Background: an optimization exercise with open tools, aiming at small area, a short achievable clock period and few clock cycles. Do not read the settings as production practice.
In this exercise RTL edits were held to simulation tests only and were not proved equivalent to the original.
Power is estimated from default activity; no workload was simulated.

==> run Y <==
==> flow/design.v <==
module collatz_range #(
    parameter int RAM_WORDS     = 256,
    parameter int RAM_ADDR_BITS = 8
) (
    input  logic        clk,
    input  logic        reset,
    input  logic        go,
    input  logic [31:0] start,
    output logic        done,
    output logic [15:0] count
);
    localparam int EB     = 4;               
    localparam int NENG   = 1 << EB;
    localparam int RB     = RAM_ADDR_BITS - EB;
    localparam int ROUNDS = 1 << RB;
    localparam int HB     = 32 - EB;         
    typedef enum logic [1:0] {IDLE, RUN, DONE} state_t;
    state_t         state;
    logic [EB-1:0]  b;                       
    logic [HB-1:0]  hi;                      
    logic [HB-1:0]  hbus;                    
    logic [RB:0]    kbus;
    logic           acc;                     
    assign acc = go && (state != RUN);
    logic [NENG-1:0]  eng_done;
    logic [RAM_WORDS*16-1:0] rflat;        
    genvar j;
    generate
        for (j = 0; j < NENG; j++) begin : g_eng
            logic [ROUNDS*16-1:0] w;
            for (genvar r = 0; r < ROUNDS; r++) begin : g_rd
                assign rflat[(r * NENG + j) * 16 +: 16] = w[(ROUNDS - 1 - r) * 16 +: 16];
            end
            collatz_range_engine #(.EB(EB), .RB(RB)) u_eng (
                .clk      (clk),
                .acc      (acc),
                .run      (state == RUN),
                .id       (EB'(j)),
                .start_lo (start[EB-1:0]),
                .b        (b),
                .kbus     (kbus),
                .hbus     (hbus),
                .word     (w),
                .edone    (eng_done[j])
            );
        end
    endgenerate
    logic [15:0] rd;
    assign rd = rflat[16 * start[RAM_ADDR_BITS-1:0] +: 16];
    always_ff @(posedge clk) begin
        if (reset) begin
            state <= IDLE;
            done  <= 1'b0;
            count <= 16'h0000;
            b     <= '0;
            hi    <= '0;
            hbus  <= '0;
            kbus  <= '0;
        end else begin
            count <= (state == DONE && !go) ? rd : 16'h0000;
            if (kbus == (RB+1)'(ROUNDS)) begin
                kbus <= '0;
                hbus <= hi;
            end else begin
                kbus <= kbus + (RB+1)'(1);
                hbus <= hbus + HB'(1);
            end
            case (state)
                IDLE, DONE: begin
                    if (go) begin
                        b     <= start[EB-1:0];
                        hi    <= start[31:EB];
                        hbus  <= start[31:EB];
                        kbus  <= '0;
                        done  <= 1'b0;
                        state <= RUN;
                    end
                end
                RUN: begin
                    if (&eng_done) begin
                        done  <= 1'b1;
                        state <= DONE;
                    end
                end
                default: state <= IDLE;
            endcase
        end
    end
endmodule
module collatz_range_engine #(
    parameter int EB = 6,
    parameter int RB = 2
) (
    input  logic             clk,
    input  logic             acc,
    input  logic             run,
    input  logic [EB-1:0]    id,
    input  logic [EB-1:0]    start_lo,
    input  logic [EB-1:0]    b,
    input  logic [RB:0]      kbus,
    input  logic [31-EB:0]   hbus,
    output logic [(1<<RB)*16-1:0] word,
    output logic             edone
);
    localparam int ROUNDS = 1 << RB;
    logic [ROUNDS*16-1:0] wd;       
    logic [31:0]   n, nx;
    logic [2:0]    inc;
    logic [15:0]   sum, res;
    logic [RB-1:0] i;                
    logic          t;                
    logic          busy;             
    logic          term, last;
    logic [EB-1:0] lo;
    assign lo   = b + id;
    assign last = (i == RB'(ROUNDS - 1));
    logic [29:0] q;
    logic [30:0] p;                                      
    logic [27:0] dh;                                     
    assign q = n[31:2];
    collatz_range_add #(31) u_add3 (.a({1'b0, q}), .c({q, n[1]}), .cin(1'b1), .s(p));
    collatz_range_add #(28) u_add9 (.a({1'b0, n[31:5]}), .c(n[29:2]), .cin(1'b1), .s(dh));
    always_comb begin
        case (n[1:0])
            2'd0:    begin nx = {2'b00, q};                                inc = 3'd2; end
            2'd1:    begin nx = {2'b00, p[29:0]};                          inc = 3'd3; end
            2'd2:    begin nx = {1'b0, p};                                 inc = 3'd3; end
            default: begin nx = {1'b0, dh[27] ^ p[30], dh[26:0], n[4:2]}; inc = 3'd4; end
        endcase
        term = 1'b0;
        if (n[31:2] == 30'd0 && n[1:0] != 2'd3) begin
            term = 1'b1; inc = {2'b00, n[1]};                     
        end
        if (n == 32'hAAAAAAAB) begin
            term = 1'b1; inc = 3'd2;
        end
    end
    assign word = wd;
    logic [13:0] hi1;
    logic [2:0]  lo3;
    collatz_range_add #(14) u_inc (.a(wd[15:2]), .c(14'd0), .cin(1'b1), .s(hi1));
    assign lo3 = {1'b0, wd[1:0]} + inc;
    assign sum = {lo3[2] ? hi1 : wd[15:2], lo3[1:0]};
    assign res = (n == 32'd0) ? 16'd0 : sum;
    always_ff @(posedge clk) n <= busy ? nx : {hbus, lo};
    always_ff @(posedge clk) begin
        if (acc) begin
            i     <= '0;
            t     <= ({1'b0, start_lo} + {1'b0, id}) >= (EB+1)'(1 << EB);
            busy  <= 1'b0;
            edone <= 1'b0;
        end else if (run && !edone) begin
            if (!busy) begin
                if (kbus == (RB+1)'(i) + (RB+1)'(t)) begin
                    wd[15:0] <= 16'd1;
                    busy    <= 1'b1;
                end
            end else begin
                wd[15:0] <= term ? res : sum;
                if (term) begin
                    busy <= 1'b0;
                    if (last) edone <= 1'b1;
                    else begin
                        i <= i + RB'(1);
                        wd[ROUNDS*16-1:16] <= {wd[ROUNDS*16-17:16], res};
                    end
                end
            end
        end
    end
endmodule
module collatz_range_add #(
    parameter int W = 32
) (
    input  logic [W-1:0] a,
    input  logic [W-1:0] c,
    input  logic         cin,
    output logic [W-1:0] s
);
    localparam int L = 5;                    
    logic [W-1:0] g [L+1];
    logic [W-1:0] p [L+1];
    assign g[0] = (a & c) | {{(W-1){1'b0}}, (a[0] ^ c[0]) & cin};
    assign p[0] = a ^ c;
    genvar l, i;
    generate
        for (l = 0; l < L; l++) begin : g_lvl
            for (i = 0; i < W; i++) begin : g_bit
                if ((i >> l) & 1) begin : g_op
                    assign g[l+1][i] = g[l][i] | (p[l][i] & g[l][((i >> l) << l) - 1]);
                    assign p[l+1][i] = p[l][i] & p[l][((i >> l) << l) - 1];
                end else begin : g_pass
                    assign g[l+1][i] = g[l][i];
                    assign p[l+1][i] = p[l][i];
                end
            end
        end
    endgenerate
    assign s = p[0] ^ {g[L][W-2:0], cin};
endmodule
==> flow/run.sh <==
#!/bin/bash
# synth_recipe.tcl (not shown) runs the flow's synth.tcl, then flattens the netlist and writes it again
# the make line also repeats each setting of config.mk as NAME=value (left out here)
make -C /OpenROAD-flow-scripts/flow DESIGN_CONFIG=/design/flow/config.mk WORK_HOME=/design/flow/orfs CLKGATE_MAP_FILE= SYNTH_SCRIPT=/design/flow/synth_recipe.tcl finish
==> flow/config.mk <==
export PLATFORM = sky130hd
export DESIGN_NAME = collatz_range
export DESIGN_NICKNAME = collatz_range
export VERILOG_FILES = /design/flow/design.v
export SDC_FILE = /design/flow/constraint.sdc
export NUM_CORES = 4
export LEC_CHECK = 0
export CAP_MARGIN = 20
export CORE_MARGIN = 2
export CORE_UTILIZATION = 40
export SLEW_MARGIN = 20
export SYNTH_MEMORY_MAX_BITS = 8192
==> flow/constraint.sdc <==
create_clock -name core_clock -period 6.5 [get_ports {clk}]
set_input_delay 1.3000 -clock core_clock [delete_from_list [all_inputs] [get_ports {clk}]]
set_output_delay 1.3000 -clock core_clock [all_outputs]
set_load 0.01 [all_outputs]
==> run B: changes against run Y <==
--- a/flow/design.v
+++ b/flow/design.v
@@ -9,7 +9,7 @@
     output logic        done,
     output logic [15:0] count
 );
-    localparam int EB     = 4;               
+    localparam int EB     = 6;               
     localparam int NENG   = 1 << EB;
     localparam int RB     = RAM_ADDR_BITS - EB;
     localparam int ROUNDS = 1 << RB;
- CORE_UTILIZATION: 40 -> 35
- PLACE_DENSITY: default -> 0.5
- SETUP_SLACK_MARGIN: default -> 2.7
==> run H: changes against run Y <==
--- a/flow/design.v
+++ b/flow/design.v
@@ -9,7 +9,7 @@
     output logic        done,
     output logic [15:0] count
 );
-    localparam int EB     = 4;               
+    localparam int EB     = 6;               
     localparam int NENG   = 1 << EB;
     localparam int RB     = RAM_ADDR_BITS - EB;
     localparam int ROUNDS = 1 << RB;
- CORE_UTILIZATION: 40 -> 50
- SETUP_SLACK_MARGIN: default -> 2.7
==> qor summary <==
|  | run B | run H | run Y |
|---|---|---|---|
| Result of the run | complete, but fails checks | complete, but fails checks | complete, no violations |
| Violated checks | antenna rules | antenna rules | - |
| Number of detailed-route iterations in the first pass | 6 | 9 | 6 |
| Share of post-route cells with drive strength above 1 | 17.41% | 16.38% | 14.33% |
| Worst r2r path cells | 17 | 5 | 15 |
| CP bufs+invs | 3 | 2 | 4 |
| Power Internal | 116.6 mW | 116.2 mW | 58.21 mW |
| Compound-cell area share of the yosys netlist | 14.14% | 14.14% | 8.666% |
| Worst IR Drop VDD | 0.0002562 V | 0.0002726 V | 0.0003211 V |
| Die Width | 1165 um | 975.0 um | 780.7 um |
| Nets in the synthesized netlist | 52680 | 52680 | 18880 |
| Actual transition at the worst max-transition pin | 1.292 ns | 1.379 ns | 1.146 ns |
| Met2 routing resource usage after global routing | 39.31% | 51.72% | 33.63% |
| Global-route wire length before repair | 2587000 um | 2464000 um | 1000000 um |
| Number of placement rows | 426 | 356 | 285 |
| Inverters, non-clock | 2897 | 2897 | 730 |
| Met1 GRT Util | 34.61% | 46.36% | 31.06% |
| Pin count of the biggest net entering global routing | 114 | 113 | 122 |
| Number of gates resized after cts | 1873 | 1569 | 0 |
| Layout Cells excl Fill | 65340 | 59700 | 25620 |
| GP Congestion | 0.9313 | 0.9720 | 0.9194 |
| Sequential cell area in the final layout | 174500 um^2 | 174100 um^2 | 137400 um^2 |
| Final hold slack | 0.3958 ns | 0.4091 ns | 0.3980 ns |
| Layout sequential cell count | 6543 | 6543 | 4803 |
| Post-layout utilization of the core | 40.52% | 56.93% | 44.66% |
Testbench counts of run Y, summed over its fixed seeds: cycles 28,603.
Testbench counts of run B, summed over its fixed seeds: cycles 7,804.
Testbench counts of run H, summed over its fixed seeds: cycles 7,804.

## re-timing with driven ports
Ports are ideal in the flow. The routed layouts listed here were re-timed in OpenROAD.
Step 1 assumes that a clkbuf_16 drives the clock port and a buf_2 every other input.
Step 2, shift: input delay + t, output delay - t, t = (earliest + latest rising clock arrival at the registers) / 2. This alone moves slack from input paths to output paths.
a / b / c = ideal ports / drivers / drivers and shift; a / b = the first two.
run | shift t [ns] | setup slack, ns | worst setup path after step 2
run Y | 1.159 | 1.558 / 1.558 / 1.251 | input to register
run B | 1.340 | 2.699 / 2.510 / 1.170 | input to register
run H | 1.260 | 2.583 / 2.599 / 1.345 | input to register
For run B, which loses most, drivers alone change the setup slack by -0.189 ns; drivers and shift together by -1.529 ns.
